This is an optimization exercise on Yosys and OpenROAD, whose aim is small area, not a production implementation.
RTL that was checked went through simulation tests only; none was proved equivalent to the original.
Power is estimated from default activity; no workload was simulated.

// memory_pattern_scanner
module memory_pattern_scanner
#(
    parameter int PATTERN_MAX = 16
) (
    input  logic                   i_clk,
    input  logic                   i_rst_n,
    input  logic                   i_in_valid,
    output logic                   o_in_ready,
    input  mps_pkg::t_byte             i_in_data_byte,
    input  logic                   i_in_last_byte,
    output logic                   o_out_valid,
    input  logic                   i_out_ready,
    output mps_pkg::t_addr             o_out_match_address,
    input  logic                   i_cfg_we,
    input  logic [mps_pkg::CFG_INDEX_W-1:0] i_cfg_index,
    input  logic [mps_pkg::CFG_DATA_W-1:0]  i_cfg_data
);
Size in the first run: about 1000 cells after synthesis, ~300 flip-flops, roughly 150 I/O pins, ~0.012 mm^2 of cells after synthesis.
==> module memory_pattern_scanner, before the edit <==
module memory_pattern_scanner
#(
    parameter int PATTERN_MAX = 16
) (
    input  logic                   i_clk,
    input  logic                   i_rst_n,
    input  logic                   i_in_valid,
    output logic                   o_in_ready,
    input  mps_pkg::t_byte             i_in_data_byte,
    input  logic                   i_in_last_byte,
    output logic                   o_out_valid,
    input  logic                   i_out_ready,
    output mps_pkg::t_addr             o_out_match_address,
    input  logic                   i_cfg_we,
    input  logic [mps_pkg::CFG_INDEX_W-1:0] i_cfg_index,
    input  logic [mps_pkg::CFG_DATA_W-1:0]  i_cfg_data
);
    logic [1:0]   r_scan_mode;
    mps_pkg::t_byte r_char_value;
    logic [6:0]   r_num_value;       
    logic [127:0] r_pattern;
    logic [3:0]   r_len_m1;          
    mps_pkg::t_addr r_start_addr;
    logic [4:0]  len_in;
    logic [3:0]  len_m1_in;
    logic [6:0]  num_in;
    logic        we_mode, we_char, we_num, we_plo, we_phi, we_len, we_start;
    assign len_in = i_cfg_data[4:0];
    assign len_m1_in = (len_in == 5'd0) ? 4'd0 :
                       (len_in[4])      ? 4'd15 : 4'(len_in - 5'd1);
    assign num_in = (i_cfg_data[31:7] == '0) ? i_cfg_data[6:0] : 7'd0;
    assign we_mode  = i_cfg_we && i_cfg_index == mps_pkg::REG_SCAN_MODE;
    assign we_char  = i_cfg_we && i_cfg_index == mps_pkg::REG_CHAR_VALUE;
    assign we_num   = i_cfg_we && i_cfg_index == mps_pkg::REG_NUMERIC_VALUE;
    assign we_plo   = i_cfg_we && i_cfg_index == mps_pkg::REG_PATTERN_LOW;
    assign we_phi   = i_cfg_we && i_cfg_index == mps_pkg::REG_PATTERN_HIGH;
    assign we_len   = i_cfg_we && i_cfg_index == mps_pkg::REG_PATTERN_LEN;
    assign we_start = i_cfg_we && i_cfg_index == mps_pkg::REG_START_ADDR;
    always_ff @(posedge i_clk) begin
        if (!i_rst_n) begin
            r_scan_mode  <= mps_pkg::MODE_CHAR;
            r_char_value <= '0;
            r_num_value  <= '0;
            r_len_m1     <= '0;
        end else begin
            if (we_mode)  r_scan_mode  <= i_cfg_data[1:0];
            if (we_char)  r_char_value <= i_cfg_data[7:0];
            if (we_num)   r_num_value  <= num_in;
            if (we_len)   r_len_m1     <= len_m1_in;
        end
    end
    logic [127:0]   pattern_d;
    mps_pkg::t_addr start_d;
    mps_cell #(.W(64)) u_hold_plo (
        .i_sel_a (i_rst_n && we_plo), .i_sel_b (i_rst_n && !we_plo),
        .i_a (i_cfg_data), .i_b (r_pattern[63:0]), .o_y (pattern_d[63:0])
    );
    mps_cell #(.W(64)) u_hold_phi (
        .i_sel_a (i_rst_n && we_phi), .i_sel_b (i_rst_n && !we_phi),
        .i_a (i_cfg_data), .i_b (r_pattern[127:64]), .o_y (pattern_d[127:64])
    );
    mps_cell #(.W(mps_pkg::ADDR_W)) u_hold_start (
        .i_sel_a (i_rst_n && we_start), .i_sel_b (i_rst_n && !we_start),
        .i_a (i_cfg_data[mps_pkg::ADDR_W-1:0]), .i_b (r_start_addr), .o_y (start_d)
    );
    always_ff @(posedge i_clk) begin
        r_pattern    <= pattern_d;
        r_start_addr <= start_d;
    end
    logic byte_zero;
    assign byte_zero = (i_in_data_byte == 8'd0);
    logic r_out_valid;
    logic accept;
    assign o_in_ready = !r_out_valid || i_out_ready;
    assign accept     = i_in_valid && o_in_ready;
    logic [PATTERN_MAX-2:0] r_part;
    logic [PATTERN_MAX-1:0] part_next;
    logic [PATTERN_MAX-1:0] part_prev;
    assign part_prev = {r_part, 1'b1};
    for (genvar j = 0; j < PATTERN_MAX; j++) begin : g_stage
        assign part_next[j] = part_prev[j] && (i_in_data_byte == r_pattern[j*8 +: 8]);
    end
    logic           r_open;        
    logic [3:0]     r_wait;        
    mps_pkg::t_addr r_last_addr;   
    logic           step;
    assign step = (r_scan_mode != mps_pkg::MODE_STR) || (r_wait == 4'd0);
    logic hit;
    always_comb begin
        unique case (r_scan_mode)
            mps_pkg::MODE_CHAR: hit = (i_in_data_byte == r_char_value);
            mps_pkg::MODE_NUM:  hit = !byte_zero && (i_in_data_byte == {1'b0, r_num_value});
            mps_pkg::MODE_STR:  hit = part_next[r_len_m1];
            default:            hit = 1'b0;
        endcase
    end
    logic keep;
    assign keep = i_rst_n && !i_in_last_byte;
    logic [PATTERN_MAX-2:0] part_d;
    mps_cell #(.W(PATTERN_MAX-1)) u_pick_part (
        .i_sel_a (accept && keep), .i_sel_b (i_rst_n && !accept),
        .i_a (part_next[PATTERN_MAX-2:0]), .i_b (r_part), .o_y (part_d)
    );
    always_ff @(posedge i_clk) begin
        r_part <= part_d;
    end
    always_ff @(posedge i_clk) begin
        if (!i_rst_n) begin
            r_open <= 1'b0;
        end else if (accept) begin
            r_open <= !i_in_last_byte;
        end
    end
    logic [3:0] wait_d;
    mps_cell #(.W(4)) u_pick_wait (
        .i_sel_a (accept && !r_open), .i_sel_b (!(accept && !r_open)),
        .i_a (r_len_m1), .i_b (r_wait - 4'(accept && r_wait != 4'd0)), .o_y (wait_d)
    );
    always_ff @(posedge i_clk) begin
        r_wait <= wait_d;
    end
    logic load_start, addr_inc;
    assign load_start = accept && !r_open;
    assign addr_inc   = accept && r_open && step;
    mps_pkg::t_addr last_addr_d;
    mps_pkg::t_addr addr_next;
    localparam int AB = 8;
    localparam int NB = (mps_pkg::ADDR_W + AB - 1) / AB;
    logic [NB:0] block_carry;
    assign block_carry[0] = addr_inc;
    for (genvar k = 0; k < NB; k++) begin : g_addr_block
        localparam int LO = k * AB;
        localparam int HI = (LO + AB < mps_pkg::ADDR_W) ? LO + AB : mps_pkg::ADDR_W;
        assign block_carry[k+1] = block_carry[k] && (&r_last_addr[HI-1:LO]);
        always_comb begin
            logic carry;
            carry = block_carry[k];
            for (int i = LO; i < HI; i++) begin
                addr_next[i] = r_last_addr[i] ^ carry;
                carry        = carry & r_last_addr[i];
            end
        end
    end
    mps_cell #(.W(mps_pkg::ADDR_W)) u_pick_addr (
        .i_sel_a (load_start), .i_sel_b (!load_start),
        .i_a (r_start_addr), .i_b (addr_next), .o_y (last_addr_d)
    );
    always_ff @(posedge i_clk) begin
        r_last_addr <= last_addr_d;
    end
    always_ff @(posedge i_clk) begin
        if (!i_rst_n) begin
            r_out_valid <= 1'b0;
        end else if (accept) begin
            r_out_valid <= hit;
        end else if (i_out_ready) begin
            r_out_valid <= 1'b0;
        end
    end
    assign o_out_valid         = r_out_valid;
    assign o_out_match_address = r_last_addr;
endmodule
Settings: LEC_CHECK=0, CAP_MARGIN=20, CORE_MARGIN=2, CORE_UTILIZATION=65, SLEW_MARGIN=20, SYNTH_HIERARCHICAL=1; clock period 8.0 ns.
standard.sh (not shown) runs the stock make flow with config.mk's settings and CLKGATE_MAP_FILE= SYNTH_SCRIPT=/design/flow/synth_recipe.tcl, a recipe that flattens the netlist after the stock synthesis.
==> flow/flow/run.sh <==
#!/bin/bash
# The standard layout with these changes:
#  - synthesis maps logic with an area-minded ABC script (abc.script here)
#    in place of ORFS's speed script; everything else in synthesis, and so
#    every register, is as in the standard synthesis;
#  - the port buffers are buf_1;
#  - the clock tree uses clkbuf_8 in larger clusters and no dummy loads.
# Each tool's output stays in orfs/logs; make's own output goes to
# flow_make.log here.
set -euo pipefail
here=$(pwd)
rm -rf "$here/scripts"
cp -r "$FLOW_HOME/scripts" "$here/scripts"
cp "$here/flow/abc.script" "$here/scripts/abc_speed.script"
export BUFFER_PORTS_ARGS="-buffer_cell sky130_fd_sc_hd__buf_1"
export CTS_ARGS="-sink_clustering_enable -repair_clock_nets -dont_use_dummy_load -buf_list sky130_fd_sc_hd__clkbuf_8 -sink_clustering_size 16 -sink_clustering_max_diameter 80"
bash standard.sh SCRIPTS_DIR="$here/scripts" finish > flow_make.log 2>&1
==> flow/flow/abc.script <==
&get -n
&st
&dch
&nf -R 1000
&st
&syn4
&dch
&nf -R 1000
&st
&syn4
&dch
&nf -R 1000
&put
topo
dnsize -c
Edit:
--- a/flow/design.v
+++ b/flow/design.v
@@ -85,13 +85,13 @@
     logic [127:0]   pattern_d;
     mps_pkg::t_addr start_d;
-    mps_cell #(.W(64)) u_hold_plo (
+    mps_cell #(.W(64)) u_pick_plo (
         .i_sel_a (i_rst_n && we_plo), .i_sel_b (i_rst_n && !we_plo),
         .i_a (i_cfg_data), .i_b (r_pattern[63:0]), .o_y (pattern_d[63:0])
     );
-    mps_cell #(.W(64)) u_hold_phi (
+    mps_cell #(.W(64)) u_pick_phi (
         .i_sel_a (i_rst_n && we_phi), .i_sel_b (i_rst_n && !we_phi),
         .i_a (i_cfg_data), .i_b (r_pattern[127:64]), .o_y (pattern_d[127:64])
     );
-    mps_cell #(.W(mps_pkg::ADDR_W)) u_hold_start (
+    mps_cell #(.W(mps_pkg::ADDR_W)) u_pick_start (
         .i_sel_a (i_rst_n && we_start), .i_sel_b (i_rst_n && !we_start),
         .i_a (i_cfg_data[mps_pkg::ADDR_W-1:0]), .i_b (r_start_addr), .o_y (start_d)
@@ -160,10 +160,12 @@
     localparam int AB = 8;
     localparam int NB = (mps_pkg::ADDR_W + AB - 1) / AB;
-    logic [NB:0] block_carry;
+    logic [NB-1:0] block_carry;
     assign block_carry[0] = addr_inc;
     for (genvar k = 0; k < NB; k++) begin : g_addr_block
         localparam int LO = k * AB;
         localparam int HI = (LO + AB < mps_pkg::ADDR_W) ? LO + AB : mps_pkg::ADDR_W;
-        assign block_carry[k+1] = block_carry[k] && (&r_last_addr[HI-1:LO]);
+        if (k + 1 < NB) begin : g_pass
+            assign block_carry[k+1] = block_carry[k] && (&r_last_addr[HI-1:LO]);
+        end
         always_comb begin
             logic carry;
Outcome: The new run finished with timing, DRC and antenna clean. Wire length rises by 0.46%. Setup slack degrades by 0.067 ns. Final cell count is about the same. Clock power is about the same. Combinational power stays flat. Via count hardly moves. Synthesized area does not change. Fmax came out lower by 1.2%. Sequential power barely changes. Global-route usage came out higher by 0.51 points.
Only the layout flow was run in the first run of this note; the RTL was not checked for function there.

[re-timing with driven ports]
The flow's constraints put no driver on any port. The routed layouts listed below were extracted and timed again, unchanged, in two steps. Step 1 (the two cells are an assumption about what drives the block):
set clk [get_ports {i_clk}]
set_driving_cell -lib_cell sky130_fd_sc_hd__clkbuf_16 $clk
set_driving_cell -lib_cell sky130_fd_sc_hd__buf_2 [delete_from_list [all_inputs] $clk]
Step 2 times the ports against the registers' clock, not the clock port: input delays grow and output delays shrink by t, the midpoint of the rising clock arrivals with the driver on. Three values: no drivers, after step 1, after step 2; two values: the first two.
run | shift t [ns] | slack for setup (ns) | pins driven straight from the clock port
the first run | 0.574 | 2.667 / 2.682 / 2.109 | 1
the second run | 0.578 | 2.600 / 2.620 / 2.042 | 1
After both steps every run listed still meets setup and hold.
